Context: an optimization exercise on an open-source flow, tuned for small area. The choices shown serve that exercise and are no tape-out recipe. RTL that was checked went through simulation tests only; none was proved equivalent to the original. No functional check of the RTL was part of run 2. No activity file was given, so power comes from the tool's default toggle rates.

[config.mk]
export PLATFORM = sky130hd
export DESIGN_NAME = decode_stage
export DESIGN_NICKNAME = decode_stage
export VERILOG_FILES = /design/flow/design.v
export SDC_FILE = /design/flow/constraint.sdc
export NUM_CORES = 4
export LEC_CHECK = 0
export CAP_MARGIN = 20
export CORE_MARGIN = 2
export CORE_UTILIZATION = 30
export PLACE_DENSITY = 0.45
export SLEW_MARGIN = 20
[constraint.sdc]
create_clock -name core_clock -period 4.0 [get_ports {clk}]
set_input_delay 0.8000 -clock core_clock [delete_from_list [all_inputs] [get_ports {clk}]]
set_output_delay 0.8000 -clock core_clock [all_outputs]
set_load 0.01 [all_outputs]
[run.sh]
#!/bin/bash
# synth_recipe.tcl (not shown) runs the flow's synth.tcl, then flattens the netlist and writes it again
# the make line also repeats each setting of config.mk as NAME=value (left out here)
make -C /OpenROAD-flow-scripts/flow DESIGN_CONFIG=/design/flow/config.mk WORK_HOME=/design/flow/orfs CLKGATE_MAP_FILE= SYNTH_SCRIPT=/design/flow/synth_recipe.tcl finish
[design.v]
package decode_pkg;
   typedef enum logic [6:0] {
      OPC_LOAD   = 7'b0000011,
      OPC_IMM    = 7'b0010011,
      OPC_AUIPC  = 7'b0010111,
      OPC_STORE  = 7'b0100011,
      OPC_OP     = 7'b0110011,
      OPC_LUI    = 7'b0110111,
      OPC_BRANCH = 7'b1100011,
      OPC_JALR   = 7'b1100111,
      OPC_JAL    = 7'b1101111
   } opcode_e;
   typedef enum logic [3:0] {
      ALU_ADD, ALU_SUB, ALU_SLL, ALU_SLT, ALU_SLTU,
      ALU_XOR, ALU_SRL, ALU_SRA, ALU_OR, ALU_AND
   } alu_op_e;
   typedef enum logic [1:0] {ALU_RS1, ALU_PC, ALU_ZERO} alu_a_sel_e;
   typedef enum logic {ALU_RS2, ALU_IMM} alu_b_sel_e;
   typedef enum logic [1:0] {WB_ALU_OUT, WB_MEM_LOAD, WB_PC_PLS4} wb_sel_e;
   typedef enum logic [2:0] {
      CMP_BEQ  = 3'b000,
      CMP_BNE  = 3'b001,
      CMP_BLT  = 3'b100,
      CMP_BGE  = 3'b101,
      CMP_BLTU = 3'b110,
      CMP_BGEU = 3'b111
   } branch_op_e;
   typedef enum logic [1:0] {BYTE = 2'd0, HALF = 2'd1, WORD = 2'd2} mem_size_e;
   typedef enum logic [3:0] {
      CLS_OP     = 4'd0,
      CLS_UNK    = 4'd1,   
      CLS_LOAD   = 4'd2,
      CLS_IMM    = 4'd3,
      CLS_JALR   = 4'd4,
      CLS_STORE  = 4'd5,
      CLS_BRANCH = 4'd6,
      CLS_LUI    = 4'd7,
      CLS_AUIPC  = 4'd8,
      CLS_JAL    = 4'd9
   } cls_e;
   typedef struct packed {
      logic [6:0] funct7;
      logic [4:0] rs2;
      logic [4:0] rs1;
      logic [2:0] funct3;
      logic [4:0] rd;
      opcode_e    opcode;
   } r_fmt_t;
   typedef struct packed {
      logic [11:0] imm;
      logic [4:0]  rs1;
      logic [2:0]  funct3;
      logic [4:0]  rd;
      opcode_e     opcode;
   } i_fmt_t;
   typedef struct packed {
      logic [6:0] imm_hi;
      logic [4:0] rs2;
      logic [4:0] rs1;
      logic [2:0] funct3;
      logic [4:0] imm_lo;
      opcode_e    opcode;
   } s_fmt_t;
   typedef struct packed {
      logic       imm12;
      logic [5:0] imm10_5;
      logic [4:0] rs2;
      logic [4:0] rs1;
      logic [2:0] funct3;
      logic [3:0] imm4_1;
      logic       imm11;
      opcode_e    opcode;
   } b_fmt_t;
   typedef struct packed {
      logic [19:0] imm;
      logic [4:0]  rd;
      opcode_e     opcode;
   } u_fmt_t;
   typedef struct packed {
      logic       imm20;
      logic [9:0] imm10_1;
      logic       imm11;
      logic [7:0] imm19_12;
      logic [4:0] rd;
      opcode_e    opcode;
   } j_fmt_t;
   typedef union packed {
      r_fmt_t r;
      i_fmt_t i;
      s_fmt_t s;
      b_fmt_t b;
      u_fmt_t u;
      j_fmt_t j;
   } instr_u;
endpackage
`timescale 1ns/1ns
module register_file (
   input  logic                   clk,
   input  logic                   wr_en,    
   input  logic [5-1:0] wr_addr,
   input  logic [32-1:0]       wr_data,
   input  logic [5-1:0] rs1_addr,  
   input  logic [5-1:0] rs2_addr,  
   output logic [32-1:0]       rs1_data,
   output logic [32-1:0]       rs2_data
);
   logic                   pw_en;    
   logic [5-1:0] pw_addr;
   logic [32-1:0]       pw_data;
   logic [32-1:0] regs [1:32-1];  
   always_ff @(posedge clk) begin
      pw_en   <= wr_en;
      pw_addr <= wr_addr;
      pw_data <= wr_data;
   end
   for (genvar i = 1; i < 32; i++) begin : g_row
      always_ff @(posedge clk) begin
         if (pw_en && (pw_addr == i)) begin
            regs[i] <= pw_data;
         end
      end
   end
   always_comb begin
      rs1_data = '0;
      rs2_data = '0;
      for (int k = 1; k < 32; k++) begin
         rs1_data = rs1_data | ({32{rs1_addr == k}} & regs[k]);
         rs2_data = rs2_data | ({32{rs2_addr == k}} & regs[k]);
      end
   end
endmodule
`timescale 1ns/1ns
module imm_gen (
   input  decode_pkg::cls_e cls,
   input  logic [31:7]      ir,    
   output logic [32-1:0] imm
);
   always_comb begin
      case (cls)
         decode_pkg::CLS_LOAD, decode_pkg::CLS_IMM, decode_pkg::CLS_JALR:  
            imm = {{(32-12){ir[31]}}, ir[31:20]};
         decode_pkg::CLS_STORE:                                            
            imm = {{(32-12){ir[31]}}, ir[31:25], ir[11:7]};
         decode_pkg::CLS_BRANCH:                                           
            imm = {{(32-12){ir[31]}}, ir[7], ir[30:25], ir[11:8], 1'b0};
         decode_pkg::CLS_LUI, decode_pkg::CLS_AUIPC:                       
            imm = {ir[31:12], 12'b0};
         decode_pkg::CLS_JAL:                                              
            imm = {{(32-20){ir[31]}}, ir[19:12], ir[20], ir[30:21], 1'b0};
         default:
            imm = '0;  
      endcase
   end
endmodule
`timescale 1ns/1ns
module control_decoder (
   input  logic                   vld,
   input  decode_pkg::cls_e       cls,
   input  logic [2:0]             funct3,
   input  logic                   alt,     
   input  logic                   rd_nz,   
   output decode_pkg::alu_op_e    alu_op,
   output decode_pkg::alu_a_sel_e alu_a_sel,
   output decode_pkg::alu_b_sel_e alu_b_sel,
   output decode_pkg::wb_sel_e    wb_sel,
   output logic       reg_write,
   output logic       dmem_req,
   output logic       dmem_write,
   output logic       dmem_unsigned,
   output decode_pkg::mem_size_e  dmem_size,
   output logic       branch_enable,
   output decode_pkg::branch_op_e branch_op,
   output logic       jump_request,
   output logic       pc_stall,
   output logic       jalr_lsb_clear,
   output logic       jump_or_branch,  
   output logic       ex_load          
);
   function automatic decode_pkg::alu_op_e alu_from_funct(input logic [2:0] f3, input logic alt);
      case (f3)
         3'b000:  alu_from_funct = alt ? decode_pkg::ALU_SUB : decode_pkg::ALU_ADD;
         3'b001:  alu_from_funct = decode_pkg::ALU_SLL;
         3'b010:  alu_from_funct = decode_pkg::ALU_SLT;
         3'b011:  alu_from_funct = decode_pkg::ALU_SLTU;
         3'b100:  alu_from_funct = decode_pkg::ALU_XOR;
         3'b101:  alu_from_funct = alt ? decode_pkg::ALU_SRA : decode_pkg::ALU_SRL;
         3'b110:  alu_from_funct = decode_pkg::ALU_OR;
         default: alu_from_funct = decode_pkg::ALU_AND;
      endcase
   endfunction
   always_comb begin
      alu_op         = decode_pkg::ALU_ADD;
      alu_a_sel      = decode_pkg::ALU_RS1;
      alu_b_sel      = decode_pkg::ALU_RS2;
      wb_sel         = decode_pkg::WB_ALU_OUT;
      reg_write      = 1'b0;
      dmem_req       = 1'b0;
      dmem_write     = 1'b0;
      dmem_unsigned  = 1'b0;
      dmem_size      = decode_pkg::WORD;
      branch_enable  = 1'b0;
      branch_op      = decode_pkg::CMP_BEQ;
      jump_request   = 1'b0;
      pc_stall       = 1'b0;
      jalr_lsb_clear = 1'b0;
      jump_or_branch = 1'b0;
      ex_load        = 1'b0;
      if (vld) begin
         case (cls)
            decode_pkg::CLS_OP: begin
               alu_op    = alu_from_funct(funct3, alt);
               reg_write = rd_nz;
            end
            decode_pkg::CLS_IMM: begin
               alu_op    = alu_from_funct(funct3, alt & (funct3 == 3'b101));
               alu_b_sel = decode_pkg::ALU_IMM;
               reg_write = rd_nz;
            end
            decode_pkg::CLS_LOAD: begin
               alu_b_sel     = decode_pkg::ALU_IMM;
               wb_sel        = decode_pkg::WB_MEM_LOAD;
               reg_write     = rd_nz;
               dmem_req      = 1'b1;
               dmem_unsigned = funct3[2];
               ex_load       = 1'b1;
               case (funct3[1:0])
                  2'b00:   dmem_size = decode_pkg::BYTE;
                  2'b01:   dmem_size = decode_pkg::HALF;
                  default: dmem_size = decode_pkg::WORD;
               endcase
            end
            decode_pkg::CLS_STORE: begin
               alu_b_sel  = decode_pkg::ALU_IMM;
               dmem_req   = 1'b1;
               dmem_write = 1'b1;
               case (funct3[1:0])
                  2'b00:   dmem_size = decode_pkg::BYTE;
                  2'b01:   dmem_size = decode_pkg::HALF;
                  default: dmem_size = decode_pkg::WORD;
               endcase
            end
            decode_pkg::CLS_LUI: begin
               alu_a_sel = decode_pkg::ALU_ZERO;
               alu_b_sel = decode_pkg::ALU_IMM;
               reg_write = rd_nz;
            end
            decode_pkg::CLS_AUIPC: begin
               alu_a_sel = decode_pkg::ALU_PC;
               alu_b_sel = decode_pkg::ALU_IMM;
               reg_write = rd_nz;
            end
            decode_pkg::CLS_JAL: begin
               alu_a_sel      = decode_pkg::ALU_PC;
               alu_b_sel      = decode_pkg::ALU_IMM;
               wb_sel         = decode_pkg::WB_PC_PLS4;
               reg_write      = rd_nz;
               jump_request   = 1'b1;
               jump_or_branch = 1'b1;
            end
            decode_pkg::CLS_JALR: begin
               if (funct3 == 3'b000) begin  
                  alu_b_sel      = decode_pkg::ALU_IMM;
                  wb_sel         = decode_pkg::WB_PC_PLS4;
                  reg_write      = rd_nz;
                  jump_request   = 1'b1;
                  jalr_lsb_clear = 1'b1;
                  jump_or_branch = 1'b1;
               end
            end
            decode_pkg::CLS_BRANCH: begin
               if (funct3[2:1] != 2'b01) begin  
                  alu_a_sel      = decode_pkg::ALU_PC;
                  alu_b_sel      = decode_pkg::ALU_IMM;
                  branch_enable  = 1'b1;
                  branch_op      = decode_pkg::branch_op_e'(funct3);
                  pc_stall       = 1'b1;
                  jump_or_branch = 1'b1;
               end
            end
            default: ;  
         endcase
      end
   end
endmodule
`timescale 1ns/1ns
module bubble_ctrl (
   input  logic                   clk,
   input  logic                   rstn,
   input  logic                   jump_or_branch,  
   input  decode_pkg::instr_u     instr_raw,       
   input  logic                   ex_load,         
   input  logic [5-1:0] ex_rd,
   output logic                   insert_nop,
   output logic                   load_hazard_stall
);
   logic       bubble2;  
   logic [1:0] src_used;  
   always_ff @(posedge clk or negedge rstn) begin
      if (!rstn) begin
         bubble2 <= 1'b0;
      end else begin
         bubble2 <= jump_or_branch;
      end
   end
   always_comb begin
      case (instr_raw.r.opcode)
         decode_pkg::OPC_OP, decode_pkg::OPC_BRANCH, decode_pkg::OPC_STORE: src_used = 2'b11;
         decode_pkg::OPC_LOAD, decode_pkg::OPC_IMM, decode_pkg::OPC_JALR:   src_used = 2'b01;  
         default:                       src_used = 2'b00;  
      endcase
   end
   assign load_hazard_stall = ex_load &
                              ((src_used[0] & (instr_raw.r.rs1 == ex_rd)) |
                               (src_used[1] & (instr_raw.r.rs2 == ex_rd)));
   assign insert_nop = jump_or_branch | bubble2 | load_hazard_stall;
endmodule
`timescale 1ns/1ns
module decode_stage (
   input  logic                   clk,
   input  logic                   rstn,
   input  logic [32-1:0]       instruction_in,
   input  logic [32-1:0]       pc_in,
   input  logic [32-1:0]       pc_pls4_in,
   input  logic                   wrb_rd_write,
   input  logic [5-1:0] wrb_rd_addr,
   input  logic [32-1:0]       wrb_rd_data,
   output logic [32-1:0]       pc,
   output logic [32-1:0]       pc_pls4,
   output logic [32-1:0]       rs1_data,
   output logic [32-1:0]       rs2_data,
   output logic [5-1:0] rd_addr,
   output logic [32-1:0]       immediate,
   output decode_pkg::alu_op_e                alu_op,
   output decode_pkg::alu_a_sel_e             alu_a_sel,
   output decode_pkg::alu_b_sel_e             alu_b_sel,
   output decode_pkg::wb_sel_e                wb_sel,
   output logic                   reg_write,
   output logic                   dmem_req,
   output logic                   dmem_write,
   output logic                   dmem_unsigned,
   output decode_pkg::mem_size_e              dmem_size,
   output logic                   branch_enable,
   output decode_pkg::branch_op_e             branch_op,
   output logic                   jump_request,
   output logic                   pc_stall,
   output logic                   jalr_lsb_clear,
   output logic                   load_hazard_stall  
);
   decode_pkg::instr_u instr_eff;  
   logic               insert_nop;
   logic               jump_or_branch;
   logic               ex_load;
   decode_pkg::cls_e   cls_nxt;
   logic [31:7]        ir;
   decode_pkg::cls_e   cls;
   logic               vld;
   assign instr_eff = insert_nop ? 32'h0000_0013 : instruction_in;
   always_comb begin
      case (instr_eff.r.opcode)
         decode_pkg::OPC_LOAD:   cls_nxt = decode_pkg::CLS_LOAD;
         decode_pkg::OPC_IMM:    cls_nxt = decode_pkg::CLS_IMM;
         decode_pkg::OPC_AUIPC:  cls_nxt = decode_pkg::CLS_AUIPC;
         decode_pkg::OPC_STORE:  cls_nxt = decode_pkg::CLS_STORE;
         decode_pkg::OPC_OP:     cls_nxt = decode_pkg::CLS_OP;
         decode_pkg::OPC_LUI:    cls_nxt = decode_pkg::CLS_LUI;
         decode_pkg::OPC_BRANCH: cls_nxt = decode_pkg::CLS_BRANCH;
         decode_pkg::OPC_JALR:   cls_nxt = decode_pkg::CLS_JALR;
         decode_pkg::OPC_JAL:    cls_nxt = decode_pkg::CLS_JAL;
         default:                cls_nxt = decode_pkg::CLS_UNK;
      endcase
   end
   always_ff @(posedge clk or negedge rstn) begin
      if (!rstn) begin
         vld <= 1'b0;
      end else begin
         vld <= 1'b1;
      end
   end
   always_ff @(posedge clk) begin
      pc      <= pc_in;
      pc_pls4 <= pc_pls4_in;
      ir      <= instr_eff[31:7];
      cls     <= cls_nxt;
   end
   assign rd_addr = ir[11:7];
   register_file u_rf (
      .clk      (clk),
      .wr_en    (wrb_rd_write),
      .wr_addr  (wrb_rd_addr),
      .wr_data  (wrb_rd_data),
      .rs1_addr (ir[19:15]),
      .rs2_addr (ir[24:20]),
      .rs1_data (rs1_data),
      .rs2_data (rs2_data)
   );
   imm_gen u_imm (.cls(cls), .ir(ir), .imm(immediate));
   control_decoder u_dec (
      .vld            (vld),
      .cls            (cls),
      .funct3         (ir[14:12]),
      .alt            (ir[30]),
      .rd_nz          (|ir[11:7]),
      .alu_op         (alu_op),
      .alu_a_sel      (alu_a_sel),
      .alu_b_sel      (alu_b_sel),
      .wb_sel         (wb_sel),
      .reg_write      (reg_write),
      .dmem_req       (dmem_req),
      .dmem_write     (dmem_write),
      .dmem_unsigned  (dmem_unsigned),
      .dmem_size      (dmem_size),
      .branch_enable  (branch_enable),
      .branch_op      (branch_op),
      .jump_request   (jump_request),
      .pc_stall       (pc_stall),
      .jalr_lsb_clear (jalr_lsb_clear),
      .jump_or_branch (jump_or_branch),
      .ex_load        (ex_load)
   );
   bubble_ctrl u_bub (
      .clk               (clk),
      .rstn              (rstn),
      .jump_or_branch    (jump_or_branch),
      .instr_raw         (instruction_in),  
      .ex_load           (ex_load),
      .ex_rd             (rd_addr),
      .insert_nop        (insert_nop),
      .load_hazard_stall (load_hazard_stall)
   );
endmodule
==> out/metrics.cfg, run 1 <==
[sta]
maxSlewHeadroom = 0.1735
fin_skew_ps = 45.17
hold_violations = 0
setup_viol = 27
fin_crit_ps = 4086
fmax_mhz = 244.7
rsz0062_at_grt = yes
finalCritPeriodShare = 1.022
worst_slew_pin_slew_ps = 1238
final_max_slew_viol_count = 0
layout_setup_ws_ps = -86.37

[global_routing]
antenna_found_initial = 28
grt_pass1_vias = 41410
grt_max_degree = 33
globalRouteOverflowTotal = 0
grt.total_usage = 0.3723
grt_pass1_wl_um = 402000

[logic_synthesis]
synth_ff_type = edfxtp_1
yosysTopAreaCell = edfxtp_1
synth_area_mm2 = 0.04816
syn_inst = 3462
netlist_top_cells_count = edfxtp_1, a22oi_1, and3_1
yosys_warnings = 6
ys_top_cells_by_area = edfxtp_1, a22oi_1, dfxtp_1
ys_seq_area_frac = 0.6740
yosys_register_bits = 1125
syn_area_per_cell_um2 = 13.91
synth_most_common_cell = edfxtp_1
synth_top_area_share = 0.6185
synthArstFlopShare = 0.001778
syn-num-nets = 3598
synth-edff-count = 992
ys_types = 79

[worst_setup_path]
critPathSlowestCell = inv_1
path_cells = buf_4, inv_1, o32ai_1, a221oi_2, or4b_4, buf_2
cp_max_fo = 8
cp.arrival_ps = 3290
start_kind = flop
max_stage_delay_ps = 640
end_kind = output port
crit_type = reg2out
crit_family = buffers and inverters
required_ps = 3200
cp_num_buf_inv = 3

[floorplan]
pin_count = 324
die_area_mm2 = 0.1638
rows = 147
die_h_um = 404.7
start_util = 0.3010
die_w_um = 404.7
coreArea_mm2 = 0.1600

[clock_network]
ctsHoldBuffers = 0
clkSinkCount = 1125
cts_made_buffers = 137
cts.clk_slew.worst_paths_ps = 60
clockBufferDepth = 3
cts_root_buf = clkbuf_16
clock_latency_ps = 830
cts-htree-levels = 4
tritoncts = built

[route]
drc_errors = 0
post_drt_wl_per_cell_um = 47.62
postRouteWirelength_um = 313700
vias_per_cell = 6.805
ant_nets = 0
via_count = 44820
firstDrtPassIters = 7
drt_iter0_markers = 8890

[final_layout]
regArea_mm2 = 0.03251
drive_gt1_frac = 0.3266
nets = 4502
utilization = 0.4255
stdcell_count = 6586
multi_input_area_mm2 = 0.01716
nFillCells = 14750
areaGrowthSynthToFinish_pct = 41.38

[job]
cap_viol_max_count = 0

[status]
so_faults = negative setup slack
status = failed layout checks

[placed_design]
gp_congestion = 0.9994
place.detailed.hpwl_um = 199700
dp_cells = 6073
portBuffers = 323
dp_slack_ps = -513.5

[power]
power_leakage_uw = 0.02381
power_density_mw_per_mm2 = 433.5
ir_drop_uv = 444.1

[min_path]
hold_path_class = in2async

==> worst paths after layout <==
kind	slack, ps	cells past startpoint	end	from
worst max-delay path	-90	6	rs2_data[17]	ir[21]
worst min-delay path	150	1	u_bub.bubble2	rstn
worst max register to register	1410	4	u_rf.regs[27][7]	u_rf.pw_addr[3]
worst min register to register	590	0	u_rf.regs[2][11]	u_rf.pw_data[11]
max in group asynchronous	3720	1	vld	rstn
min in group core_clock	400	1	u_rf.pw_data[12]	wrb_rd_data[12]
==> area by class of cell <==
class	count	area share
Timing Repair Buffer	1031	0.1631
Sequential cell	1125	0.4775
Tap cell	2086	0.03833
Inverter	15	0.0008269
Clock buffer	178	0.05506
Multi-Input combinational cell	2056	0.2521
Antenna cell	20	0.0007351
Clock inverter	75	0.01237
==> layer usage <==
metal | track usage | wire length, um
met1 | 0.4783 | 115000
met2 | 0.5242 | 128300
met3 | 0.1261 | 44590
met4 | 0.2580 | 25620
met5 | 0.005650 | 180
==> state kept, by name, summed over array words and instances (netlist names) <==
name	flops
cls	4
u_rf.pw_en	1
u_bub.bubble2	1
ir	25
vld	1
u_rf.regs	992
pc_pls4	32
pc	32
u_rf.pw_data	32
u_rf.pw_addr	5
==> logic make-up after synthesis <==
logic type | count (synthesis) | synth area share
and+or+nand+nor | 954 | 0.1128
DFF | 1125 | 0.6740
buffers and inverters | 282 | 0.02762
other | 1 | 0.00007787
xor gates and xnor gates | 11 | 0.002000
muxes | 151 | 0.03331
AOI/OAI and AO/OA | 938 | 0.1502
==> report_power, final <==
| group | total, uW | leakage (uW) | switching (uW) | internal [uW] |
|---|---|---|---|---|
| combinational | 3280 | 0.0115 | 1900 | 1380 |
| clock | 13000 | 0.00224 | 5460 | 7520 |
| sequential | 13300 | 0.0101 | 282 | 13000 |
| total | 29500 | 0.0238 | 7640 | 21900 |
==> stage by stage <==
step	TNS (ps)	instance area, um^2	hold slack [ps]	power (uW)
after floorplan	0	48160	504.4	14280
after global placement	-4788	57980	560.5	16110
after detailed placement	-590.6	58070	562.3	16100
after CTS	-850.5	66650	116.0	29310
after global routing	-739.5	68050	155.1	30030
final	-704.3	68090	152.9	29510
==> layout by cell type (no fill, tap or decap), types with 27 or more instances in the layout <==
cell type / count
buf_2: 27
nor2_1: 57
buf_4: 412
or4_4: 42
edfxtp_1: 992
nand2_1: 88
clkbuf_1: 30
a22oi_1: 481
nand3_1: 124
buf_6: 144
buf_12: 138
a21oi_1: 34
buf_8: 29
clkdlybuf4s50_1: 259
a22oi_2: 68
a22o_1: 70
mux2i_1: 84
nor2b_1: 27
a2111oi_4: 37
nor2_4: 75
and2_1: 37
dfxtp_1: 112
a32oi_1: 29
clkbuf_16: 146
mux2_2: 52
nor3_1: 34
and3_1: 132
nand4_1: 143
==> repair_timing <==
action / in CTS / in global routing
buffers inserted: 189 / 48
pin swaps: 125 / 109
cloned: 7 / 3
setup endpoints to repair: 82 / 65
gates resized for setup: 771 / 197
==> run 2: changes to the inputs <==
--- a/design.v
+++ b/design.v
@@ -94,40 +94,53 @@
    } instr_u;
 endpackage
 `timescale 1ns/1ns
-module register_file (
-   input  logic                   clk,
-   input  logic                   wr_en,    
-   input  logic [5-1:0] wr_addr,
-   input  logic [32-1:0]       wr_data,
-   input  logic [5-1:0] rs1_addr,  
-   input  logic [5-1:0] rs2_addr,  
-   output logic [32-1:0]       rs1_data,
-   output logic [32-1:0]       rs2_data
+module rf_hold_bit (
+   input  logic q,
+   input  logic d,
+   input  logic en,
+   input  logic en_n,
+   output logic nxt
 );
-   logic                   pw_en;    
-   logic [5-1:0] pw_addr;
-   logic [32-1:0]       pw_data;
-   logic [32-1:0] regs [1:32-1];  
-   always_ff @(posedge clk) begin
-      pw_en   <= wr_en;
-      pw_addr <= wr_addr;
-      pw_data <= wr_data;
-   end
-   for (genvar i = 1; i < 32; i++) begin : g_row
-      always_ff @(posedge clk) begin
-         if (pw_en && (pw_addr == i)) begin
-            regs[i] <= pw_data;
-         end
-      end
-   end
-   always_comb begin
-      rs1_data = '0;
-      rs2_data = '0;
-      for (int k = 1; k < 32; k++) begin
-         rs1_data = rs1_data | ({32{rs1_addr == k}} & regs[k]);
-         rs2_data = rs2_data | ({32{rs2_addr == k}} & regs[k]);
-      end
+   assign nxt = (q | en) & (d | en_n);
+endmodule
+module rf_aoi222 (
+   input  logic a1, a2, b1, b2, c1, c2,
+   output logic y
+);
+   assign y = ~((a1 & a2) | (b1 & b2) | (c1 & c2));
+endmodule
+module rf_nand2 (input logic a, b, output logic y);
+   assign y = ~(a & b);
+endmodule
+module rf_nand3 (input logic a, b, c, output logic y);
+   assign y = ~(a & b & c);
+endmodule
+module rf_nand4 (input logic a, b, c, d, output logic y);
+   assign y = ~(a & b & c & d);
+endmodule
+module rf_or3 (input logic a, b, c, output logic y);
+   assign y = a | b | c;
+endmodule
+module rf_read_bit (
+   input  logic [32-1:1] sel,
+   input  logic [32-1:1] d,
+   output logic                 q
+);
+   logic [10:0] t;  
+   logic [2:0]  h;  
+   for (genvar g = 0; g < 10; g++) begin : g_aoi
+      rf_aoi222 u (
+         .a1(sel[3*g+1]), .a2(d[3*g+1]),
+         .b1(sel[3*g+2]), .b2(d[3*g+2]),
+         .c1(sel[3*g+3]), .c2(d[3*g+3]),
+         .y (t[g])
+      );
    end
+   rf_nand2 u_last (.a(sel[31]), .b(d[31]), .y(t[10]));
+   rf_nand4 u_h0 (.a(t[0]), .b(t[1]), .c(t[2]),  .d(t[3]), .y(h[0]));
+   rf_nand4 u_h1 (.a(t[4]), .b(t[5]), .c(t[6]),  .d(t[7]), .y(h[1]));
+   rf_nand3 u_h2 (.a(t[8]), .b(t[9]), .c(t[10]),           .y(h[2]));
+   rf_or3   u_q  (.a(h[0]), .b(h[1]), .c(h[2]), .y(q));
 endmodule
 `timescale 1ns/1ns
 module imm_gen (
@@ -284,8 +297,7 @@
 endmodule
 `timescale 1ns/1ns
 module bubble_ctrl (
-   input  logic                   clk,
-   input  logic                   rstn,
+   input  logic                   bubble2,         
    input  logic                   jump_or_branch,  
    input  decode_pkg::instr_u     instr_raw,       
    input  logic                   ex_load,         
@@ -293,15 +305,7 @@
    output logic                   insert_nop,
    output logic                   load_hazard_stall
 );
-   logic       bubble2;  
    logic [1:0] src_used;  
-   always_ff @(posedge clk or negedge rstn) begin
-      if (!rstn) begin
-         bubble2 <= 1'b0;
-      end else begin
-         bubble2 <= jump_or_branch;
-      end
-   end
    always_comb begin
       case (instr_raw.r.opcode)
          decode_pkg::OPC_OP, decode_pkg::OPC_BRANCH, decode_pkg::OPC_STORE: src_used = 2'b11;
@@ -354,6 +358,11 @@
    logic [31:7]        ir;
    decode_pkg::cls_e   cls;
    logic               vld;
+   logic               bubble2;
+   logic                   pw_en;
+   logic [5-1:0] pw_addr;
+   logic [32-1:0]       pw_data;
+   logic [32-1:1]   sel1, sel2;  
    assign instr_eff = insert_nop ? 32'h0000_0013 : instruction_in;
    always_comb begin
       case (instr_eff.r.opcode)
@@ -371,9 +380,11 @@
    end
    always_ff @(posedge clk or negedge rstn) begin
       if (!rstn) begin
-         vld <= 1'b0;
+         vld     <= 1'b0;
+         bubble2 <= 1'b0;
       end else begin
-         vld <= 1'b1;
+         vld     <= 1'b1;
+         bubble2 <= jump_or_branch;
       end
    end
    always_ff @(posedge clk) begin
@@ -381,18 +392,36 @@
       pc_pls4 <= pc_pls4_in;
       ir      <= instr_eff[31:7];
       cls     <= cls_nxt;
+      pw_en   <= wrb_rd_write;
+      pw_addr <= wrb_rd_addr;
+      pw_data <= wrb_rd_data;
    end
    assign rd_addr = ir[11:7];
-   register_file u_rf (
-      .clk      (clk),
-      .wr_en    (wrb_rd_write),
-      .wr_addr  (wrb_rd_addr),
-      .wr_data  (wrb_rd_data),
-      .rs1_addr (ir[19:15]),
-      .rs2_addr (ir[24:20]),
-      .rs1_data (rs1_data),
-      .rs2_data (rs2_data)
-   );
+   for (genvar i = 1; i < 32; i++) begin : g_row
+      logic [32-1:0] r;    
+      logic             we, we_n;
+      logic [32-1:0] nxt;
+      assign we   = pw_en & (pw_addr == i);
+      assign we_n = ~we;
+      for (genvar b = 0; b < 32; b++) begin : g_hold
+         rf_hold_bit u_hold (
+            .q(r[b]), .d(pw_data[b]), .en(we), .en_n(we_n), .nxt(nxt[b])
+         );
+      end
+      always_ff @(posedge clk) begin
+         r <= nxt;
+      end
+      assign sel1[i] = (ir[19:15] == i);
+      assign sel2[i] = (ir[24:20] == i);
+   end
+   for (genvar b = 0; b < 32; b++) begin : g_bit
+      logic [32-1:1] col;
+      for (genvar i = 1; i < 32; i++) begin : g_col
+         assign col[i] = g_row[i].r[b];
+      end
+      rf_read_bit u_rd1 (.sel(sel1), .d(col), .q(rs1_data[b]));
+      rf_read_bit u_rd2 (.sel(sel2), .d(col), .q(rs2_data[b]));
+   end
    imm_gen u_imm (.cls(cls), .ir(ir), .imm(immediate));
    control_decoder u_dec (
       .vld            (vld),
@@ -418,8 +447,7 @@
       .ex_load        (ex_load)
    );
    bubble_ctrl u_bub (
-      .clk               (clk),
-      .rstn              (rstn),
+      .bubble2           (bubble2),
       .jump_or_branch    (jump_or_branch),
       .instr_raw         (instruction_in),  
       .ex_load           (ex_load),
--- a/config.mk
+++ b/config.mk
@@ -10,3 +10,4 @@
 export CORE_UTILIZATION = 30
 export PLACE_DENSITY = 0.45
 export SLEW_MARGIN = 20
+export SYNTH_HIERARCHICAL = 1
==> run 2 against run 1 <==
Compared with the run above: the layout still fails its checks (negative setup slack); die area down 13%; total power is 16% higher; final cell count shrank 2.5%; clock power shrank 4%; hold slack better by 29 ps; critical endpoint is now rs1_data[5]; largest cell class unchanged.
==> out/metrics.cfg, run 2 <==
[placed_design]
place.detailed.hpwl_um = 131700  ; -34%
dp_cells = 5908  ; -2.7%
gp_congestion = 0.8617  ; -14%
portBuffers = 323  ; unchanged
dp_slack_ps = -81.87  ; +431.6 ps

[worst_setup_path]
crit_type = reg2out
cp_max_fo = 32  ; +24
end_kind = output port
setup.worst_path.start = ir[17]
worst-r2r-setup-slack_ps = 1100  ; -310 ps
crit_end = rs1_data[5]
cp.arrival_ps = 3400  ; +110 ps
required_ps = 3200  ; about the same
r2r.worst_path.cells = 7  ; +3
r2r_start = pw_addr[4]
start_kind = flop
r2r-end = g_row[1].r[20]

[logic_synthesis]
synth_area_mm2 = 0.04177  ; -13%
synth-edff-count = 0  ; -100%
synth_ff_type = dfxtp_1
synthArstFlopShare = 0.001778  ; unchanged
syn_area_per_cell_um2 = 11.95  ; -14%
yosysTopAreaCell = dfxtp_1
ys_top_cells_by_area = dfxtp_1, o22a_1, a222oi_1
yosys_register_bits = 1125  ; unchanged
ys_seq_area_frac = 0.5394  ; -0.1346
synth_top_area_share = 0.5382  ; -0.08034
synth_most_common_cell = dfxtp_1
netlist_top_cells_count = dfxtp_1, o22a_1, a222oi_1
yosys_warnings = 10  ; +4
syn-num-nets = 3631  ; +0.92%
ys_types = 67  ; -15%
syn_inst = 3495  ; +0.95%

[route]
post_drt_wl_per_cell_um = 36.87  ; -23%
drt_iter0_markers = 8753  ; -1.5%
firstDrtPassIters = 14  ; +7
ant_nets = 0  ; unchanged
via_count = 44180  ; -1.4%
drc_errors = 0  ; unchanged
vias_per_cell = 6.880  ; +1.1%
postRouteWirelength_um = 236800  ; -25%

[sta]
fin_crit_ps = 4204  ; +117.1 ps
fin_skew_ps = 25.38  ; -19.79 ps
holdWs_ps = 181.8  ; +28.88 ps
setup_viol = 36  ; +33%
setup_tns_ps = -2192  ; -1487 ps
worst_slew_pin_slew_ps = 1049  ; -189.3 ps
final_max_slew_viol_count = 0  ; unchanged
hold_violations = 0  ; unchanged
fmax_mhz = 237.9  ; -2.8%
layout_setup_ws_ps = -203.5  ; -117.1 ps
maxSlewHeadroom = 0.3001  ; +0.1266
rsz0062_at_grt = yes
finalCritPeriodShare = 1.051  ; +0.02929

[global_routing]
grt_pass1_wl_um = 323000  ; -20%
grt_pass1_vias = 41340  ; -0.16%
grt.total_usage = 0.3177  ; -0.05458
grt_max_degree = 34  ; +3.0%
globalRouteOverflowTotal = 0  ; unchanged
antenna_found_initial = 6  ; -79%

[final_layout]
multi_input_area_mm2 = 0.02035  ; +19%
regMostFlops = g_row.r
nFillCells = 13100  ; -11%
layout_common_cells = dfxtp_1, o22a_1, a222oi_1, buf_4, clkdlybuf4s50_1
nets = 4658  ; +3.5%
mostFrequentLayoutCell = dfxtp_1
regArea_mm2 = 0.02257  ; -31%
areaGrowthSynthToFinish_pct = 41.33  ; about the same
drive_gt1_frac = 0.2321  ; -0.09451
stdcell_count = 6422  ; -2.5%
largest_reg_flops = 992  ; unchanged

[power]
ir_drop_uv = 288.3  ; -35%
power_frac_comb = 0.164  ; +0.053
switching_share = 0.2791  ; +0.02020
p_int_uw = 24650  ; +13%
seq_power_share = 0.469  ; +0.020
power_leakage_uw = 0.02199  ; -7.6%
power_density_mw_per_mm2 = 579.2  ; +34%
clock_power_share = 0.367  ; -0.073
p_sw_uw = 9544  ; +25%

[status]
so_faults = negative setup slack
status = failed layout checks

[floorplan]
pin_count = 324  ; unchanged
die_h_um = 377.2  ; -6.8%
start_util = 0.3031  ; +0.002099
coreArea_mm2 = 0.1378  ; -14%
die_area_mm2 = 0.1422  ; -13%
die_w_um = 377.2  ; -6.8%
rows = 136  ; -7.5%

[min_path]
hold_path_class = in2async

[clock_network]
tritoncts = built
cts_root_buf = clkbuf_16
cts-htree-levels = 4  ; unchanged
clockBufferDepth = 3  ; unchanged
cts_made_buffers = 135  ; -1.5%
clkSinkCount = 1125  ; unchanged
clock_latency_ps = 780  ; -50 ps
ctsHoldBuffers = 0  ; unchanged
cts.clk_slew.worst_paths_ps = 60  ; about the same

[job]
cap_viol_max_count = 0  ; unchanged

==> run 2: layout make-up <==
type                    count  area share
flip-flops and latches   1125      0.3823
multi-input cells        2338      0.3447
repair buffers            882      0.1568
clock buffers             197     0.06687
well taps                1794     0.03802
clock inverters            42    0.008605
inverters                  40    0.002543
diodes                      4   0.0001695
==> run 2: worst min-delay path by stage <==
stage                           end  slack [ps]
global route                    vld         160
floorplan            g_row[10].r[0]         470
finish                          vld         180
detailed placement   g_row[31].r[7]         480
global placement    g_row[13].r[14]         470
CTS                         bubble2         140
==> run 2: power groups by stage <==
stage               Sequential, uW  Combinational, uW  Clock, uW
floorplan                    15700               3050          0
global placement             16100               4960          0
detailed placement           16200               5070          0
CTS                          15900               5470      12700
global route                 16400               5900      13200
finish                       16000               5620      12500
==> run 2: logic make-up (layout without fill, tap and decap cells) <==
kind of cell,Yosys count,in the layout,share of synthesized area
other cells,1,5,0.00008977
mux,6,6,0.001468
simple gates,584,625,0.07557
buf+inv,73,1161,0.008356
xor+xnor,12,12,0.002696
flops,1125,1125,0.5394
compound gates,1694,1694,0.3724
==> run 2: worst max-delay path, stage by stage (launching register included) <==
cell      delay (ps)
dfxtp_4          380
buf_6            130
nand2b_4          70
buf_12           130
nor3_2            60
buf_12           170
a222oi_1         450
nand4_1          530
or3_4            520
buf_2            160
==> run 2: timing repair <==
item                       in CTS  in global routing
pin swaps                     336                188
setup endpoints to repair      64                 66
gates cloned                   45                 10
resized for setup             480                104
setup buffers                 182                 44
==> run 2: stage by stage <==
stage	utilization	instance area (um^2)	total power, uW
5_1_grt	0.4283	59030	35420
3_5_place_dp	0.3666	50530	21230
2_1_floorplan	-	41770	18750
6_report	0.4283	59040	34190
3_3_place_gp	0.3662	50470	21060
4_1_cts	0.4236	58380	34120
==> run 2: per-module statistics from Yosys (local to each module, per instance), a selection <==
| module | times used | flops+latches |
|---|---|---|
| rf_nand3 | 64 | 0 |
| rf_nand2 | 64 | 0 |
| rf_or3 | 64 | 0 |
| rf_aoi222 | 640 | 0 |
| rf_nand4 | 128 | 0 |
| imm_gen | 1 | 0 |
| control_decoder | 1 | 0 |
| bubble_ctrl | 1 | 0 |
==> run 2: metal layers <==
metal | part of all wire | global-route usage | vias to the layer above
li1 | - | - | 17960
met1 | 0.40 | 0.4191 | 22440
met2 | 0.42 | 0.4683 | 3133
met3 | 0.12 | 0.08738 | 647
met4 | 0.059 | 0.1718 | 8
met5 | 0.00062 | 0 | -
==> run 3: changes to the inputs <==
--- a/design.v
+++ b/design.v
@@ -118,12 +118,13 @@
 module rf_nand4 (input logic a, b, c, d, output logic y);
    assign y = ~(a & b & c & d);
 endmodule
-module rf_or3 (input logic a, b, c, output logic y);
-   assign y = a | b | c;
+module rf_o31a (input logic a, b, c, k, output logic y);
+   assign y = (a | b | c) & k;
 endmodule
 module rf_read_bit (
    input  logic [32-1:1] sel,
    input  logic [32-1:1] d,
+   input  logic                 keep,
    output logic                 q
 );
    logic [10:0] t;  
@@ -140,7 +141,7 @@
    rf_nand4 u_h0 (.a(t[0]), .b(t[1]), .c(t[2]),  .d(t[3]), .y(h[0]));
    rf_nand4 u_h1 (.a(t[4]), .b(t[5]), .c(t[6]),  .d(t[7]), .y(h[1]));
    rf_nand3 u_h2 (.a(t[8]), .b(t[9]), .c(t[10]),           .y(h[2]));
-   rf_or3   u_q  (.a(h[0]), .b(h[1]), .c(h[2]), .y(q));
+   rf_o31a  u_q  (.a(h[0]), .b(h[1]), .c(h[2]), .k(keep), .y(q));
 endmodule
 `timescale 1ns/1ns
 module imm_gen (
@@ -359,10 +360,8 @@
    decode_pkg::cls_e   cls;
    logic               vld;
    logic               bubble2;
-   logic                   pw_en;
-   logic [5-1:0] pw_addr;
-   logic [32-1:0]       pw_data;
-   logic [32-1:1]   sel1, sel2;  
+   logic [32-1:1]   sel1, sel2;
+   logic [32-1:0]       rs1_nxt, rs2_nxt;
    assign instr_eff = insert_nop ? 32'h0000_0013 : instruction_in;
    always_comb begin
       case (instr_eff.r.opcode)
@@ -392,35 +391,34 @@
       pc_pls4 <= pc_pls4_in;
       ir      <= instr_eff[31:7];
       cls     <= cls_nxt;
-      pw_en   <= wrb_rd_write;
-      pw_addr <= wrb_rd_addr;
-      pw_data <= wrb_rd_data;
+      rs1_data <= rs1_nxt;
+      rs2_data <= rs2_nxt;
    end
    assign rd_addr = ir[11:7];
    for (genvar i = 1; i < 32; i++) begin : g_row
       logic [32-1:0] r;    
       logic             we, we_n;
       logic [32-1:0] nxt;
-      assign we   = pw_en & (pw_addr == i);
+      assign we   = wrb_rd_write & (wrb_rd_addr == i);
       assign we_n = ~we;
       for (genvar b = 0; b < 32; b++) begin : g_hold
          rf_hold_bit u_hold (
-            .q(r[b]), .d(pw_data[b]), .en(we), .en_n(we_n), .nxt(nxt[b])
+            .q(r[b]), .d(wrb_rd_data[b]), .en(we), .en_n(we_n), .nxt(nxt[b])
          );
       end
       always_ff @(posedge clk) begin
          r <= nxt;
       end
-      assign sel1[i] = (ir[19:15] == i);
-      assign sel2[i] = (ir[24:20] == i);
+      assign sel1[i] = (instruction_in[19:15] == i);
+      assign sel2[i] = (instruction_in[24:20] == i);
    end
    for (genvar b = 0; b < 32; b++) begin : g_bit
       logic [32-1:1] col;
       for (genvar i = 1; i < 32; i++) begin : g_col
          assign col[i] = g_row[i].r[b];
       end
-      rf_read_bit u_rd1 (.sel(sel1), .d(col), .q(rs1_data[b]));
-      rf_read_bit u_rd2 (.sel(sel2), .d(col), .q(rs2_data[b]));
+      rf_read_bit u_rd1 (.sel(sel1), .d(col), .keep(~insert_nop), .q(rs1_nxt[b]));
+      rf_read_bit u_rd2 (.sel(sel2), .d(col), .keep(~insert_nop), .q(rs2_nxt[b]));
    end
    imm_gen u_imm (.cls(cls), .ir(ir), .imm(immediate));
    control_decoder u_dec (
--- a/config.mk
+++ b/config.mk
@@ -8,6 +8,8 @@
 export CAP_MARGIN = 20
 export CORE_MARGIN = 2
 export CORE_UTILIZATION = 30
+export CTS_CLUSTER_DIAMETER = 80
+export CTS_CLUSTER_SIZE = 30
 export PLACE_DENSITY = 0.45
 export SLEW_MARGIN = 20
 export SYNTH_HIERARCHICAL = 1
==> run 3 against run 2 <==
Compared with the run above: the run now finishes clean; total power down 10%; final cell count down 4.7%; area after synthesis up 1.8%; sequential share of layout area up 4.6 points; critical path depth down 5; maximum frequency up 7.3%; cell area down 8.8%; register-to-register slack worse by 160 ps; combinational power down 14%; wire length down 11%; hold slack better by 70 ps; setup slack better by 290 ps; critical endpoint is now immediate[26]; highest routed layer is now met4.
==> out/metrics.cfg, run 3 <==
[status]
status = complete, no violations

[final_layout]
diodes = 0  ; -4
layout_common_cells = dfxtp_1, o22a_1, a222oi_1, clkdlybuf4s50_1, buf_4
drive_gt1_frac = 0.1240  ; -0.1080
largest_reg_flops = 992  ; unchanged
regArea_mm2 = 0.02305  ; +2.1%
nets = 4308  ; -7.5%
multi_input_area_mm2 = 0.01962  ; -3.6%
areaGrowthSynthToFinish_pct = 26.60
mostFrequentLayoutCell = dfxtp_1
post-route-cell-area_mm2 = 0.05385  ; -8.8%
nFillCells = 13920  ; +6.3%
regMostFlops = g_row.r

[floorplan]
die_area_mm2 = 0.1448  ; +1.8%
die_w_um = 380.6  ; +0.90%
die_h_um = 380.6  ; +0.90%
start_util = 0.3015  ; -0.001532
rows = 138  ; +1.5%
coreArea_mm2 = 0.1411  ; +2.3%
pin_count = 324  ; unchanged

[clock_network]
cts_made_buffers = 73  ; -46%
cts.clk_slew.worst_paths_ps = 80  ; +20 ps
cts_root_buf = clkbuf_16
clockBufferDepth = 3  ; unchanged
cts-htree-levels = 3  ; -1
clock_latency_ps = 740  ; -40 ps
clkSinkCount = 1151  ; +2.3%
cts_setup_buffers = 0  ; -100%
cts_resized = 1  ; -99.8%
ctsHoldBuffers = 0  ; unchanged
tritoncts = built

[logic_synthesis]
synth_top_area_share = 0.5408  ; +0.002564
yosysTopAreaCell = dfxtp_1
synthArstFlopShare = 0.001738  ; -0.00004016
syn-num-nets = 3669  ; +1.0%
synth_most_common_cell = dfxtp_1
synth_ff_type = dfxtp_1
yosys_register_bits = 1151  ; +2.3%
yosys_warnings = 10  ; unchanged
ys_seq_area_frac = 0.5419  ; +0.002542
netlist_top_cells_count = dfxtp_1, o22a_1, a222oi_1
ys_top_cells_by_area = dfxtp_1, o22a_1, a222oi_1
synth_area_mm2 = 0.04254  ; +1.8%
ys_types = 66  ; -1.5%
syn_inst = 3533  ; +1.1%
synth-edff-count = 0  ; unchanged
syn_area_per_cell_um2 = 12.04  ; +0.73%

[placed_design]
place.detailed.hpwl_um = 133400  ; +1.3%
gp_congestion = 0.8474  ; -1.7%
place_area_mm2 = 0.05099  ; +0.92%
portBuffers = 323  ; unchanged

[power]
power_leakage_uw = 0.01917  ; -13%
power_density_mw_per_mm2 = 570.1  ; -1.6%
ir_drop_uv = 346.3  ; +20%
finalPower_uw = 30700  ; -10%

[worst_setup_path]
cp.arrival_ps = 3120  ; -280 ps
end_kind = output port
start_kind = flop
required_ps = 3200  ; about the same
cp_max_fo = 12  ; -63%
crit_type = reg2out

[route]
postRouteWirelength_um = 209900  ; -11%
firstDrtPassIters = 11  ; -3
ant_nets = 0  ; unchanged
wl_met2_um = 92520  ; -7.0%
vias_per_cell = 6.725  ; -2.3%
drc_errors = 0  ; unchanged
drt_iter0_markers = 7030  ; -20%
via_count = 41180  ; -6.8%
top_layer = met4
wl_met3_um = 18940  ; -35%
post_drt_wl_per_cell_um = 34.27  ; -7.0%
wl_met1_um = 85670  ; -8.9%

[sta]
fin_crit_ps = 3916  ; -287.1 ps
final_max_slew_viol_count = 0  ; unchanged
finalCritPeriodShare = 0.9791  ; -0.07177
hold_violations = 0  ; unchanged
worst_slew_pin_slew_ps = 1152  ; +103.5 ps
holdWs_ps = 251.8  ; +70.03 ps
rsz0062_at_grt = no
fmax_mhz = 255.3  ; +7.3%
fin_skew_ps = 63.27  ; +37.89 ps
setup_tns_ps = 0  ; +2192 ps
setup_viol = 0  ; -100%
maxSlewHeadroom = 0.2301  ; -0.07005

[min_path]
hold_path_class = in2async

[global_routing]
globalRouteOverflowTotal = 0  ; unchanged
antenna_found_initial = 0  ; -6
grt_max_degree = 65  ; +91%
grt_pass1_wl_um = 293100  ; -9.2%
grt_pass1_vias = 39430  ; -4.6%
grt.total_usage = 0.2753  ; -0.04238

[job]
cap_viol_max_count = 0  ; unchanged

==> run 3: cell types whose count changed after synthesis, sizes merged, moves of 3 or more <==
cell,delta
a21boi,-3
nor3b,-3
nand2b,+3
buf,+5
or3,-64
o31a,+65
dfxtp,+26
==> run 3: final timing paths <==
path                                 start              end  slack, ps  cells past startpoint
min in group core_clock          pc_in[19]           pc[19]        500                      1
setup / recovery                    cls[3]    immediate[26]         80                      4
max in group asynchronous             rstn              vld       3630                      1
setup reg to reg                    cls[1]           cls[0]        940                      9
hold reg to reg            g_row[26].r[24]  g_row[26].r[24]        500                      1
hold / removal                        rstn          bubble2        250                      1
==> run 3: modules after synthesis, one instance, submodules excluded, a selection <==
module,flops+latches,cell area [um^2]
rf_nand2,0,3.754
decode_stage,1151,24310
bubble_ctrl,0,231.5
imm_gen,0,564.3
rf_o31a,0,8.758
rf_aoi222,0,10.01
control_decoder,0,415.4
rf_nand4,0,6.256
rf_hold_bit,0,8.758
rf_nand3,0,5.005
==> run 3: worst max-delay path: stages (launching register included) <==
cell	delay [ps]
dfxtp_1	670
or3b_4	470
o22ai_2	440
a21o_1	260
clkdlybuf4s50_1	570
==> run 3: metrics by stage <==
| step | util | setup slack, ps | instances |
|---|---|---|---|
| 3_3_place_gp | 0.3615 | 30.50 | 5985 |
| 3_5_place_dp | 0.3615 | 35.02 | 5985 |
| 2_1_floorplan | - | 489.1 | 3533 |
| 4_1_cts | 0.3814 | 70.07 | 6121 |
| 5_1_grt | 0.3817 | 4.690 | 6123 |
| 6_report | 0.3817 | 83.57 | 6123 |
==> run 3: per-layer routing <==
metal	GRT usage	vias to the layer above
met3	0.04405	409
met2	0.4252	2476
li1	-	17230
met1	0.3653	21060
met5	0	-
met4	0.1541	0
==> run 3: layout make-up <==
type,instances,share of cell area
tap,1890,0.04391
timing repair buffer,603,0.1091
multi-input combinational,2304,0.3643
clock buffer,78,0.03525
sequential,1151,0.4281
clock inverter,58,0.01666
inverter,39,0.002718
==> run 3: power by group <==
group / internal [uW] / leakage (uW) / total (uW) / switching [uW]
Combinational: 2950 / 0.00812 / 4850 / 1900
Sequential: 14400 / 0.00972 / 16700 / 2330
Clock: 4030 / 0.00134 / 9160 / 5130
Total: 21300 / 0.0192 / 30700 / 9360
==> run 3: kinds of logic after synthesis <==
group | Yosys count | share of synthesized area
mux | 5 | 0.001206
other cells | 1 | 0.00008816
flops | 1151 | 0.5419
simple gates | 522 | 0.06445
buf+inv | 78 | 0.009059
xor+xnor | 13 | 0.002853
compound gates | 1763 | 0.3804
==> run 4: changes to the inputs <==
==> flow/run.sh (new file) <==
#!/bin/bash
# Layout flow: the standard ORFS flow (standard.sh) with two changes to how
# the layout is made:
#  - the port buffers that global placement inserts are buf_1 cells, and
#  - clock tree synthesis uses larger sink clusters and no dummy loads.
# Every tool's output goes to its own log in this folder (ORFS keeps its
# per-step logs under orfs/logs).
set -euo pipefail
export BUFFER_PORTS_ARGS="-buffer_cell sky130_fd_sc_hd__buf_1"
export CTS_ARGS="-sink_clustering_enable -repair_clock_nets -dont_use_dummy_load -sink_clustering_size 30 -sink_clustering_max_diameter 80"
bash standard.sh synth > flow_synth.log 2>&1
bash standard.sh finish > flow_finish.log 2>&1
==> standard.sh (new file) <==
#!/bin/bash
# synth_recipe.tcl (not shown) runs the flow's synth.tcl, then flattens the netlist and writes it again
# the make line also repeats each setting of config.mk as NAME=value (left out here)
make -C /OpenROAD-flow-scripts/flow DESIGN_CONFIG=/design/flow/config.mk WORK_HOME=/design/flow/orfs CLKGATE_MAP_FILE= SYNTH_SCRIPT=/design/flow/synth_recipe.tcl "${@:-finish}"
--- a/config.mk
+++ b/config.mk
@@ -7,9 +7,7 @@
 export LEC_CHECK = 0
 export CAP_MARGIN = 20
 export CORE_MARGIN = 2
-export CORE_UTILIZATION = 30
-export CTS_CLUSTER_DIAMETER = 80
-export CTS_CLUSTER_SIZE = 30
-export PLACE_DENSITY = 0.45
+export CORE_UTILIZATION = 50
+export PLACE_DENSITY = 0.62
 export SLEW_MARGIN = 20
 export SYNTH_HIERARCHICAL = 1
removed: run.sh
==> run 4 against run 3 <==
Compared with the run above: sequential power about the same; clock power decreased by 35%; register-to-register slack got worse by 320 ps; maximum frequency increased by 13%; synthesized cell count unchanged; cell area decreased by 11%; wire length decreased by 3.3%; non-clock buffer count decreased by 87; area after synthesis unchanged; total power decreased by 11%; critical path type is now in2reg.
==> out/metrics.cfg, run 4 <==
[status]
status = complete, no violations

[route]
vias_per_cell = 8.139  ; +21%
ant_nets = 0  ; unchanged
drc_errors = 0  ; unchanged
firstDrtPassIters = 13  ; +2
drt_iter0_markers = 8917  ; +27%
postRouteWirelength_um = 202800  ; -3.3%
post_drt_wl_per_cell_um = 39.02  ; +14%
via_count = 42310  ; +2.7%

[floorplan]
pin_count = 324  ; unchanged
coreArea_mm2 = 0.08395  ; -40%
die_w_um = 295.7  ; -22%
start_util = 0.5067  ; +0.2051
die_area_mm2 = 0.08742  ; -40%
die_h_um = 295.7  ; -22%
rows = 106  ; -23%

[clock_network]
tritoncts = built
clock_latency_ps = 690  ; -50 ps
cts_made_buffers = 51  ; -30%
clkSinkCount = 1151  ; unchanged
cts_root_buf = clkbuf_16
cts_resized = 0  ; -1
clockBufferDepth = 3  ; unchanged
cts-htree-levels = 2  ; -1
cts.clk_slew.worst_paths_ps = 110  ; +30 ps

[final_layout]
largest_reg_flops = 992  ; unchanged
nets = 4199  ; -2.5%
layout_common_cells = dfxtp_1, o22a_1, a222oi_1, buf_1, buf_4
nFillCells = 7227  ; -48%
areaGrowthSynthToFinish_pct = 13.24
utilization = 0.5738  ; +0.1920
regMostFlops = g_row.r
post-route-cell-area_mm2 = 0.04817  ; -11%
mostFrequentLayoutCell = dfxtp_1
drive_gt1_frac = 0.08323  ; -0.04079

[worst_setup_path]
cp.arrival_ps = 4050  ; +930 ps
setup.worst_path.start = instruction_in[15]
start_kind = input port
crit_type = in2reg
cp_max_fo = 32  ; +20
r2r_start = cls[2]
required_ps = 4600  ; +1400 ps
end_kind = flop

[sta]
worst_slew_pin_slew_ps = 1201  ; +48.47 ps
final_max_slew_viol_count = 0  ; unchanged
layout_setup_ws_ps = 546.1  ; +462.6 ps
maxSlewHeadroom = 0.1977  ; -0.03239
setup_tns_ps = 0  ; unchanged
fmax_mhz = 289.5  ; +13%
fin_crit_ps = 3454  ; -462.6 ps
holdWs_ps = 208.8  ; -42.97 ps
fin_skew_ps = 83.49  ; +20.22 ps
rsz0062_at_grt = no
hold_violations = 0  ; unchanged
setup_viol = 0  ; unchanged
finalCritPeriodShare = 0.8635  ; -0.1156

[job]
cap_viol_max_count = 0  ; unchanged

[logic_synthesis]
ys_seq_area_frac = 0.5419  ; unchanged
yosys_register_bits = 1151  ; unchanged
synth_ff_type = dfxtp_1
yosys_warnings = 10  ; unchanged
netlist_top_cells_count = dfxtp_1, o22a_1, a222oi_1
ys_top_cells_by_area = dfxtp_1, o22a_1, a222oi_1
yosysTopAreaCell = dfxtp_1
syn_area_per_cell_um2 = 12.04  ; unchanged
syn_inst = 3533  ; unchanged
ys_types = 66  ; unchanged
synth-edff-count = 0  ; unchanged
synth_most_common_cell = dfxtp_1
synth_top_area_share = 0.5408  ; unchanged
syn-num-nets = 3669  ; unchanged
synthArstFlopShare = 0.001738  ; unchanged
synth_area_mm2 = 0.04254  ; unchanged

[min_path]
hold_path_class = in2reg
hp-start = pc_pls4_in[30]

[placed_design]
place_area_mm2 = 0.04685  ; -8.1%
gp_congestion = 0.9962  ; +18%
portBuffers = 323  ; unchanged
dp_slack_ps = 97.54  ; +62.52 ps
place.detailed.hpwl_um = 126300  ; -5.3%

[global_routing]
globalRouteOverflowTotal = 0  ; unchanged
antenna_found_initial = 15  ; +15
grt_pass1_wl_um = 281600  ; -3.9%
grt.total_usage = 0.4433  ; +0.1680
grt_max_degree = 42  ; -35%
grt_pass1_vias = 39560  ; +0.31%

[power]
ir_drop_uv = 437.2  ; +26%
power_leakage_uw = 0.01710  ; -11%
power_density_mw_per_mm2 = 567.2  ; -0.50%

## run 4: cell types whose count changed in the layout (fill, tap and decap cells not counted), sizes merged, moves of 3 or more
cell,change
diode,+3
clkdlybuf4s50,-323
clkinvlp,-3
clkinv,-18
inv,-35
buf,+220
clkbuf,-12
## run 4: timing repair
action | CTS | global route
hold buffers | 1 | 0
setup buffers | 0 | 0
hold endpoints to repair | 2 | 0
## run 4: logic make-up (layout without fill, tap and decap cells)
logic type | after synthesis | count (layout) | synth area share
buf+inv | 78 | 606 | 0.009059
simple gates | 522 | 522 | 0.06445
other cells | 1 | 4 | 0.00008816
mux | 5 | 5 | 0.001206
xor+xnor | 13 | 13 | 0.002853
flops | 1151 | 1151 | 0.5419
compound gates | 1763 | 1763 | 0.3804
## run 4: worst paths after layout
path	end	slack, ps	cells after the start
max reg2reg	rs2_data[8]	620	9
min	pc_pls4[30]	210	1
max in group asynchronous	bubble2	3360	2
min in group asynchronous	vld	500	2
max	rs1_data[24]	550	6
min reg2reg	g_row[15].r[26]	500	1
## run 4: report_power, final
part           internal [uW]  switching [uW]
Sequential             14400            2400
Clock                   2290            3640
Combinational           2520            2110
Total                  19200            8160
## run 4: cell type report
class | instances | area [um^2] | share of cell area
repair buffers | 516 | 2765 | 0.05741
diodes | 3 | 7.507 | 0.0001559
clock buffers | 51 | 1276 | 0.02649
flip-flops and latches | 1151 | 23050 | 0.4786
well taps | 1134 | 1419 | 0.02946
inverters | 39 | 146.4 | 0.003039
multi-input cells | 2304 | 19500 | 0.4049
## run 4: stage by stage
step / std cells / power, uW
global placement: 5142 / 21000
CTS: 5194 / 27090
finish: 5198 / 27320
floorplan: 3533 / 19200
global route: 5195 / 28190
detailed placement: 5142 / 21400
## run 4: modules after synthesis (local to each module, per instance), a selection
module / copies in the design / flops+latches / cell area, um^2 / cells
bubble_ctrl: 1 / 0 / 231.5 / 32
control_decoder: 1 / 0 / 415.4 / 67
decode_stage: 1 / 1151 / 24310 / 1407
imm_gen: 1 / 0 / 564.3 / 75
rf_aoi222: 640 / 0 / 10.01 / 1
rf_hold_bit: 992 / 0 / 8.758 / 1
rf_nand2: 64 / 0 / 3.754 / 1
rf_nand3: 64 / 0 / 5.005 / 1
rf_nand4: 128 / 0 / 6.256 / 1
rf_o31a: 64 / 0 / 8.758 / 1
## run 4: metal layers
layer | vias to the layer above | routed length, um | GRT usage
li1 | 16920 | - | -
met1 | 20860 | 70450 | 0.5421
met2 | 3688 | 83280 | 0.6421
met3 | 833 | 32230 | 0.1704
met4 | 14 | 16740 | 0.3064
met5 | - | 148 | 0
## run 4: critical path, cell delays in order
cell	delay (ps)
buf_1	620
nand2_1	480
nor2_4	1040
a222oi_1	300
nand4_1	540
o31a_1	210
==> run 5: changes to the inputs <==
--- a/config.mk
+++ b/config.mk
@@ -7,7 +7,9 @@
 export LEC_CHECK = 0
 export CAP_MARGIN = 20
 export CORE_MARGIN = 2
-export CORE_UTILIZATION = 50
-export PLACE_DENSITY = 0.62
+export CORE_UTILIZATION = 30
+export CTS_CLUSTER_DIAMETER = 80
+export CTS_CLUSTER_SIZE = 30
+export PLACE_DENSITY = 0.45
 export SLEW_MARGIN = 20
 export SYNTH_HIERARCHICAL = 1
==> run 5 against run 4 <==
Compared with the run above: sequential power about the same; wire length is 8.0% higher; sequential share of layout area decreased by 1.8 points; clock-buffer cell count up 21; clock skew increased by 9.0 ps; combinational power shrank 4.5%; total power up 4.1%; largest power group unchanged.
==> out/metrics.cfg, run 5 <==
[placed_design]
place.detailed.hpwl_um = 140000  ; +11%
dp_slack_ps = 227.6  ; +130.0 ps
portBuffers = 323  ; unchanged
gp_congestion = 0.8857  ; -11%

[worst_setup_path]
critPathSlowestCell = dfxtp_1
cp_max_fo = 19  ; -41%
max_stage_delay_ps = 760  ; -280 ps
r2r.worst_path.cells = 10  ; +1
required_ps = 3200  ; -1400 ps
path_cells = or4bb_1, o32ai_2, a21o_1, buf_1
start_kind = flop
crit_type = reg2out
end_kind = output port
cp.arrival_ps = 2830  ; -1220 ps

[final_layout]
areaGrowthSynthToFinish_pct = 17.65
nFillCells = 14240  ; +97%
layout_common_cells = dfxtp_1, o22a_1, a222oi_1, buf_1, buf_4
largest_reg_flops = 992  ; unchanged
nets = 4232  ; +0.79%
regMostFlops = g_row.r
regArea_mm2 = 0.02305  ; unchanged
mostFrequentLayoutCell = dfxtp_1
multi_input_area_mm2 = 0.01960  ; +0.50%
drive_gt1_frac = 0.1014  ; +0.01814

[sta]
fin_skew_ps = 92.49  ; +9.000 ps
rsz0062_at_grt = no
finalCritPeriodShare = 0.9078  ; +0.04437
final_max_slew_viol_count = 0  ; unchanged
maxSlewHeadroom = 0.1856  ; -0.01203
fin_crit_ps = 3631  ; +177.5 ps
fmax_mhz = 275.4  ; -4.9%
setup_viol = 0  ; unchanged
layout_setup_ws_ps = 368.6  ; -177.5 ps
hold_violations = 0  ; unchanged
setup_tns_ps = 0  ; unchanged
worst_slew_pin_slew_ps = 1219  ; +18.00 ps

[clock_network]
ctsHoldBuffers = 1  ; unchanged
cts_root_buf = clkbuf_16
clock_latency_ps = 730  ; +40 ps
cts_setup_buffers = 0  ; unchanged
cts_made_buffers = 72  ; +41%
cts-htree-levels = 3  ; +1
cts.clk_slew.worst_paths_ps = 110  ; about the same
cts_resized = 0  ; unchanged
tritoncts = built
clockBufferDepth = 3  ; unchanged
clkSinkCount = 1151  ; unchanged

[floorplan]
coreArea_mm2 = 0.1411  ; +68%
die_w_um = 380.6  ; +29%
pin_count = 324  ; unchanged
rows = 138  ; +30%
die_area_mm2 = 0.1448  ; +66%
start_util = 0.3015  ; -0.2051
die_h_um = 380.6  ; +29%

[route]
via_count = 41030  ; -3.0%
vias_per_cell = 6.855  ; -16%
postRouteWirelength_um = 219200  ; +8.0%
drc_errors = 0  ; unchanged
ant_nets = 0  ; unchanged
firstDrtPassIters = 13  ; unchanged
post_drt_wl_per_cell_um = 36.61  ; -6.2%
drt_iter0_markers = 7215  ; -19%

[logic_synthesis]
syn_area_per_cell_um2 = 12.04  ; unchanged
ys_seq_area_frac = 0.5419  ; unchanged
yosysTopAreaCell = dfxtp_1
synth_area_mm2 = 0.04254  ; unchanged
syn-num-nets = 3669  ; unchanged
synth_ff_type = dfxtp_1
netlist_top_cells_count = dfxtp_1, o22a_1, a222oi_1
yosys_warnings = 10  ; unchanged
synthArstFlopShare = 0.001738  ; unchanged
ys_types = 66  ; unchanged
syn_inst = 3533  ; unchanged
ys_top_cells_by_area = dfxtp_1, o22a_1, a222oi_1
synth-edff-count = 0  ; unchanged
synth_most_common_cell = dfxtp_1
synth_top_area_share = 0.5408  ; unchanged
yosys_register_bits = 1151  ; unchanged

[global_routing]
grt_pass1_vias = 38490  ; -2.7%
met3_usage = 0.05560  ; -0.1148
grt_pass1_wl_um = 301100  ; +6.9%
grt_max_degree = 66  ; +57%
met1_usage = 0.3885  ; -0.1536
antenna_found_initial = 4  ; -11
use_met2 = 0.4350  ; -0.2072
grt.total_usage = 0.2871  ; -0.1562
busiest_layer = met2
globalRouteOverflowTotal = 0  ; unchanged

[min_path]
hold_path_class = in2reg
whs_path_depth = 1  ; unchanged

[power]
power_density_mw_per_mm2 = 568.5  ; +0.22%
ir_drop_uv = 324.0  ; -26%
power_leakage_uw = 0.01755  ; +2.6%

[status]
status = complete, no violations

[job]
cap_viol_max_count = 0  ; unchanged

-- run 5: cell counts after synthesis --
No cell type changed its count.
-- run 5: area by class of cell --
cell class,count,area share
Antenna cell,2,0.0001000
Clock buffer,72,0.03600
Inverter,39,0.002925
Multi-Input combinational cell,2304,0.3916
Sequential cell,1151,0.4606
Tap cell,1890,0.04725
Timing Repair Buffer,528,0.06148
-- run 5: power breakdown --
part	internal (uW)	switching [uW]	total (uW)
logic	2510	1920	4430
registers	14400	2410	16800
clock network	3210	4040	7250
total	20100	8370	28400
-- run 5: logic make-up (layout without fill, tap and decap cells) --
kind of cell / Yosys count / after routing / share of synthesized area
XOR/XNOR: 13 / 13 / 0.002853
buffers and inverters: 78 / 639 / 0.009059
other: 1 / 3 / 0.00008816
AND/OR/NAND/NOR: 522 / 522 / 0.06445
multiplexers: 5 / 5 / 0.001206
AO/OA/AOI/OAI: 1763 / 1763 / 0.3804
flip-flops: 1151 / 1151 / 0.5419
-- run 5: critical path, delay by kind of cell (launching register included) --
kind                   cells  cell delay [ps]
AO/OA/AOI/OAI              2              660
flip-flops                 1              760
buffers and inverters      1              170
AND/OR/NAND/NOR            1              570
-- run 5: Yosys stat by module (local to each module, per instance), a selection --
module | copies in the design | flops+latches | cells | cell area (um^2)
decode_stage | 1 | 1151 | 1407 | 24310
imm_gen | 1 | 0 | 75 | 564.3
control_decoder | 1 | 0 | 67 | 415.4
bubble_ctrl | 1 | 0 | 32 | 231.5
rf_aoi222 | 640 | 0 | 1 | 10.01
rf_hold_bit | 992 | 0 | 1 | 8.758
rf_o31a | 64 | 0 | 1 | 8.758
rf_nand4 | 128 | 0 | 1 | 6.256
rf_nand3 | 64 | 0 | 1 | 5.005
rf_nand2 | 64 | 0 | 1 | 3.754
-- run 5: worst paths after layout --
| path | startpoint | end | slack [ps] |
|---|---|---|---|
| hold reg to reg | g_row[14].r[2] | g_row[14].r[2] | 500 |
| min in group asynchronous | rstn | vld | 490 |
| max in group asynchronous | rstn | bubble2 | 3300 |
| hold / removal | pc_in[26] | pc[26] | 140 |
| setup / recovery | cls[3] | immediate[26] | 370 |
| setup reg to reg | cls[1] | cls[0] | 910 |
-- run 5: metrics by stage --
stage	util	instances	cell area, um^2	hold slack [ps]	power (uW)
6_report	0.3548	5986	50050	144.1	28450
5_1_grt	0.3548	5985	50040	119.1	29640
4_1_cts	0.3547	5984	50040	107.7	28550
3_5_place_dp	0.3419	5911	48230	482.0	21350
3_3_place_gp	0.3419	5911	48230	473.7	21200
2_1_floorplan	-	3533	42540	467.3	19200
-- run 5: metal layers --
metal / part of all wire / vias to the layer above
li1: - / 17000
met3: 0.10 / 423
met1: 0.41 / 20960
met4: 0.051 / 0
met2: 0.43 / 2643
met5: 0 / -

==> port drivers added, routing unchanged <==
Ports are ideal in the flow. The routed layouts listed here were re-timed in OpenROAD.
Step 1 assumes that a clkbuf_16 drives the clock port and a buf_2 every other input.
Step 2 also shifts input and output timing later by t, the mid clock arrival at the registers, as if the neighbouring blocks saw the same clock.
a / b / c = ideal ports / drivers / drivers and shift; a / b = the first two.
run	shift t [ns]	slack for setup (ns)	clock arrival spread, ns	cell pins on the clock port's net
run 1	0.914	-0.086 / -0.189 / 0.500	0.046 / 0.046	1
run 2	0.847	-0.204 / -0.281 / 0.401	0.027 / 0.028	1
run 3	0.780	0.084 / 0.009 / -0.056	0.064 / 0.063	1
run 4	0.716	0.546 / 0.482 / -0.128	0.083 / 0.084	1
run 5	0.763	0.369 / 0.287 / 0.151	0.109 / 0.109	1
With both steps, setup timing fails in run 3 and run 4, where it was met with ideal ports. For run 4, which loses most, drivers alone change the setup slack by -0.064 ns; drivers and shift together by -0.674 ns.
